This is an optimization exercise on Yosys and OpenROAD, whose aim is small area and a short achievable clock period, not a production implementation.
Only simulation tests tie the RTL to the original design; equivalence was not proved.
Power and IR drop assume default switching activity.

rev 12:
==> module regFile, before the edit <==
module regFile (
	input logic CLK,
	input decodePkg::regAddr_t srcA,
	input decodePkg::regAddr_t srcB,
	input decodePkg::fwdSrc_t wb,
	input decodePkg::word_t wbData,
	output logic [3*DataWidth-1:0] rdA_m,    
	output logic [3*DataWidth-1:0] rdB_m,
	output decodePkg::word_t sysArg
);
	logic [DataWidth-1:0] regs [0:RegCount-1];
	logic [RegCount*DataWidth-1:0] regsFlat;
	logic [RegCount-1:0] we;
	logic [RegCount-1:0] selA;
	logic [RegCount-1:0] selB;
	always_comb begin
		for (int i = 0; i < RegCount; i++) begin
			we[i] = wb.writeback && (wb.dest == RegAddrWidth'(i));
			selA[i] = (srcA == RegAddrWidth'(i));
			selB[i] = (srcB == RegAddrWidth'(i));
		end
	end
	for (genvar i = 0; i < RegCount; i++) begin : g_reg
		always_ff @(posedge CLK) begin
			if (we[i]) begin
				regs[i] <= wbData;
			end
		end
		assign regsFlat[i*DataWidth +: DataWidth] = regs[i];
	end
	readPort u_portA (.sel(selA), .regs(regsFlat), .m(rdA_m));
	readPort u_portB (.sel(selB), .regs(regsFlat), .m(rdB_m));
	assign sysArg = regs[SysArgReg];   
endmodule
==> module readPort, before the edit <==
module readPort (
	input logic [RegCount-1:0] sel,
	input logic [RegCount*DataWidth-1:0] regs,
	output logic [3*DataWidth-1:0] m
);
	for (genvar b = 0; b < DataWidth; b++) begin : g_bit
		logic [10:0] n;
		for (genvar k = 0; k < 10; k++) begin : g_aoi
			aoi222 u_aoi (
				.a0(sel[3*k]),   .b0(regs[(3*k)*DataWidth+b]),
				.a1(sel[3*k+1]), .b1(regs[(3*k+1)*DataWidth+b]),
				.a2(sel[3*k+2]), .b2(regs[(3*k+2)*DataWidth+b]),
				.y(n[k])
			);
		end
		aoi22 u_aoi_last (
			.a0(sel[30]), .b0(regs[30*DataWidth+b]),
			.a1(sel[31]), .b1(regs[31*DataWidth+b]),
			.y(n[10])
		);
		nand4g u_m0 (.a(n[0]), .b(n[1]), .c(n[2]), .d(n[3]), .y(m[3*b]));
		nand4g u_m1 (.a(n[4]), .b(n[5]), .c(n[6]), .d(n[7]), .y(m[3*b+1]));
		nand3g u_m2 (.a(n[8]), .b(n[9]), .c(n[10]), .y(m[3*b+2]));
	end
endmodule
==> flow/config.mk <==
export PLATFORM = sky130hd
export DESIGN_NAME = decodeStage
export DESIGN_NICKNAME = decodeStage
export VERILOG_FILES = /design/flow/design.v
export SDC_FILE = /design/flow/constraint.sdc
export NUM_CORES = 4
export LEC_CHECK = 0
export ABC_CLOCK_PERIOD_IN_PS = 100000
export CAP_MARGIN = 20
export CORE_MARGIN = 2
export CORE_UTILIZATION = 65
export PLACE_DENSITY = 0.78
export SETUP_SLACK_MARGIN = 3.0
export SLEW_MARGIN = 20
export SYNTH_HIERARCHICAL = 1
==> flow/constraint.sdc <==
create_clock -name core_clock -period 8.5 [get_ports {CLK}]
set_input_delay 1.7000 -clock core_clock [delete_from_list [all_inputs] [get_ports {CLK}]]
set_output_delay 1.7000 -clock core_clock [all_outputs]
set_load 0.01 [all_outputs]
standard.sh (not shown) runs the stock make flow with config.mk's settings and CLKGATE_MAP_FILE= SYNTH_SCRIPT=/design/flow/synth_recipe.tcl, a recipe that flattens the netlist after the stock synthesis.
==> flow/flow/run.sh <==
#!/bin/bash
# The standard layout (standard.sh: ORFS synthesis to final layout), with these changes:
# - the I/O ports get plain buf_2 buffers instead of the delay cells buffer_ports picks by
#   default (the resizer still sizes them),
# - the resizer may swap cells across footprints,
# - CTS uses no dummy load cells and clusters up to 14 sinks within 50 um per leaf buffer
#   (ORFS's other CTS options unchanged).
# The full make output goes to standard.log here; ORFS's per-step logs are under orfs/logs/.
set -euo pipefail
bash standard.sh \
	"BUFFER_PORTS_ARGS=-buffer_cell sky130_fd_sc_hd__buf_2" \
	MATCH_CELL_FOOTPRINT=0 \
	"CTS_ARGS=-sink_clustering_enable -repair_clock_nets -dont_use_dummy_load -sink_clustering_size 14 -sink_clustering_max_diameter 50 -buf_list {sky130_fd_sc_hd__clkbuf_4 sky130_fd_sc_hd__clkbuf_8}" \
	finish > standard.log 2>&1
> inputs changed (rev 12 -> rev 13)
--- a/flow/design.v
+++ b/flow/design.v
@@ -241,54 +241,74 @@
 	input decodePkg::fwdSrc_t wb,
 	input decodePkg::word_t wbData,
 	output logic [3*DataWidth-1:0] rdA_m,    
 	output logic [3*DataWidth-1:0] rdB_m,
 	output decodePkg::word_t sysArg
 );
+	localparam int Half = DataWidth / 2;
 	logic [DataWidth-1:0] regs [0:RegCount-1];
 	logic [RegCount*DataWidth-1:0] regsFlat;
-	logic [RegCount-1:0] we;
-	logic [RegCount-1:0] selA;
-	logic [RegCount-1:0] selB;
+	logic [3:0] loA_n, loB_n, loW_n;      
+	logic [7:0] hiA_n, hiB_n, hiW_n;      
+	logic [2*RegCount-1:0] selA;          
+	logic [2*RegCount-1:0] selB;
+	logic [2*RegCount-1:0] we;            
 	always_comb begin
-		for (int i = 0; i < RegCount; i++) begin
-			we[i] = wb.writeback && (wb.dest == RegAddrWidth'(i));
-			selA[i] = (srcA == RegAddrWidth'(i));
-			selB[i] = (srcB == RegAddrWidth'(i));
+		for (int k = 0; k < 4; k++) begin
+			loA_n[k] = !(srcA[1:0] == 2'(k));
+			loB_n[k] = !(srcB[1:0] == 2'(k));
+			loW_n[k] = !(wb.writeback && (wb.dest[1:0] == 2'(k)));
+		end
+		for (int j = 0; j < 8; j++) begin
+			hiA_n[j] = !(srcA[4:2] == 3'(j));
+			hiB_n[j] = !(srcB[4:2] == 3'(j));
+			hiW_n[j] = !(wb.dest[4:2] == 3'(j));
+		end
+	end
+	for (genvar c = 0; c < 2; c++) begin : g_copy
+		for (genvar i = 0; i < RegCount; i++) begin : g_dec
+			nor2g u_selA (.a(hiA_n[i/4]), .b(loA_n[i%4]), .y(selA[c*RegCount+i]));
+			nor2g u_selB (.a(hiB_n[i/4]), .b(loB_n[i%4]), .y(selB[c*RegCount+i]));
+			nor2g u_we (.a(hiW_n[i/4]), .b(loW_n[i%4]), .y(we[c*RegCount+i]));
 		end
 	end
 	for (genvar i = 0; i < RegCount; i++) begin : g_reg
 		always_ff @(posedge CLK) begin
 			if (we[i]) begin
-				regs[i] <= wbData;
+				regs[i][Half-1:0] <= wbData[Half-1:0];
+			end
+			if (we[RegCount+i]) begin
+				regs[i][DataWidth-1:Half] <= wbData[DataWidth-1:Half];
 			end
 		end
 		assign regsFlat[i*DataWidth +: DataWidth] = regs[i];
 	end
 	readPort u_portA (.sel(selA), .regs(regsFlat), .m(rdA_m));
 	readPort u_portB (.sel(selB), .regs(regsFlat), .m(rdB_m));
 	assign sysArg = regs[SysArgReg];   
 endmodule
 module readPort (
-	input logic [RegCount-1:0] sel,
+	input logic [2*RegCount-1:0] sel,     
 	input logic [RegCount*DataWidth-1:0] regs,
 	output logic [3*DataWidth-1:0] m
 );
 	for (genvar b = 0; b < DataWidth; b++) begin : g_bit
 		logic [10:0] n;
+		logic [RegCount-1:0] s;
+		assign s = sel[(b / (DataWidth/2))*RegCount +: RegCount];
 		for (genvar k = 0; k < 10; k++) begin : g_aoi
 			aoi222 u_aoi (
-				.a0(sel[3*k]),   .b0(regs[(3*k)*DataWidth+b]),
-				.a1(sel[3*k+1]), .b1(regs[(3*k+1)*DataWidth+b]),
-				.a2(sel[3*k+2]), .b2(regs[(3*k+2)*DataWidth+b]),
+				.a0(s[3*k]),   .b0(regs[(3*k)*DataWidth+b]),
+				.a1(s[3*k+1]), .b1(regs[(3*k+1)*DataWidth+b]),
+				.a2(s[3*k+2]), .b2(regs[(3*k+2)*DataWidth+b]),
 				.y(n[k])
 			);
 		end
 		aoi22 u_aoi_last (
-			.a0(sel[30]), .b0(regs[30*DataWidth+b]),
-			.a1(sel[31]), .b1(regs[31*DataWidth+b]),
+			.a0(s[30]), .b0(regs[30*DataWidth+b]),
+			.a1(s[31]), .b1(regs[31*DataWidth+b]),
 			.y(n[10])
 		);
 		nand4g u_m0 (.a(n[0]), .b(n[1]), .c(n[2]), .d(n[3]), .y(m[3*b]));
 		nand4g u_m1 (.a(n[4]), .b(n[5]), .c(n[6]), .d(n[7]), .y(m[3*b+1]));
 		nand3g u_m2 (.a(n[8]), .b(n[9]), .c(n[10]), .y(m[3*b+2]));
 	end
### Flow results
Proportion of power drawn by combinational gates: rev 13 higher than rev 12. Taking rev 12 as the reference, in rev 13 detailed route wirelength on metal2 fell about 4.7%, transition time at the pin with the least slew margin moved up, multi-input logic cell count increased by 106 relative to the old numbers, arrival time at the worst endpoint flat.

[port drivers added, routing unchanged]
In the flow no input, the clock included, has a driving cell. The finished layouts below were timed again as built, in two steps.
Step 1, drivers: a clkbuf_16 drives CLK and a buf_2 each remaining input, both assumed.
Step 2 times the ports against the registers' clock, not the clock port: input delays grow and output delays shrink by t, the midpoint of the rising clock arrivals with the driver on.
Three values: ideal, step 1, step 2; two values: the first two.
run	t, ns	setup WS [ns]	worst hold slack (ns)	worst register clock-pin slew, ns	pins driven straight from the clock port
rev 12	0.822	1.001 / 0.744 / 0.744	0.473 / 0.473 / 0.473	0.10 / 0.10	1
rev 13	0.832	0.995 / 0.824 / 0.824	0.472 / 0.472 / 0.472	0.10 / 0.10	1
After both steps every run listed still meets setup and hold. For rev 12, which loses most, drivers alone change the setup slack by -0.257 ns; drivers and shift together by -0.257 ns.
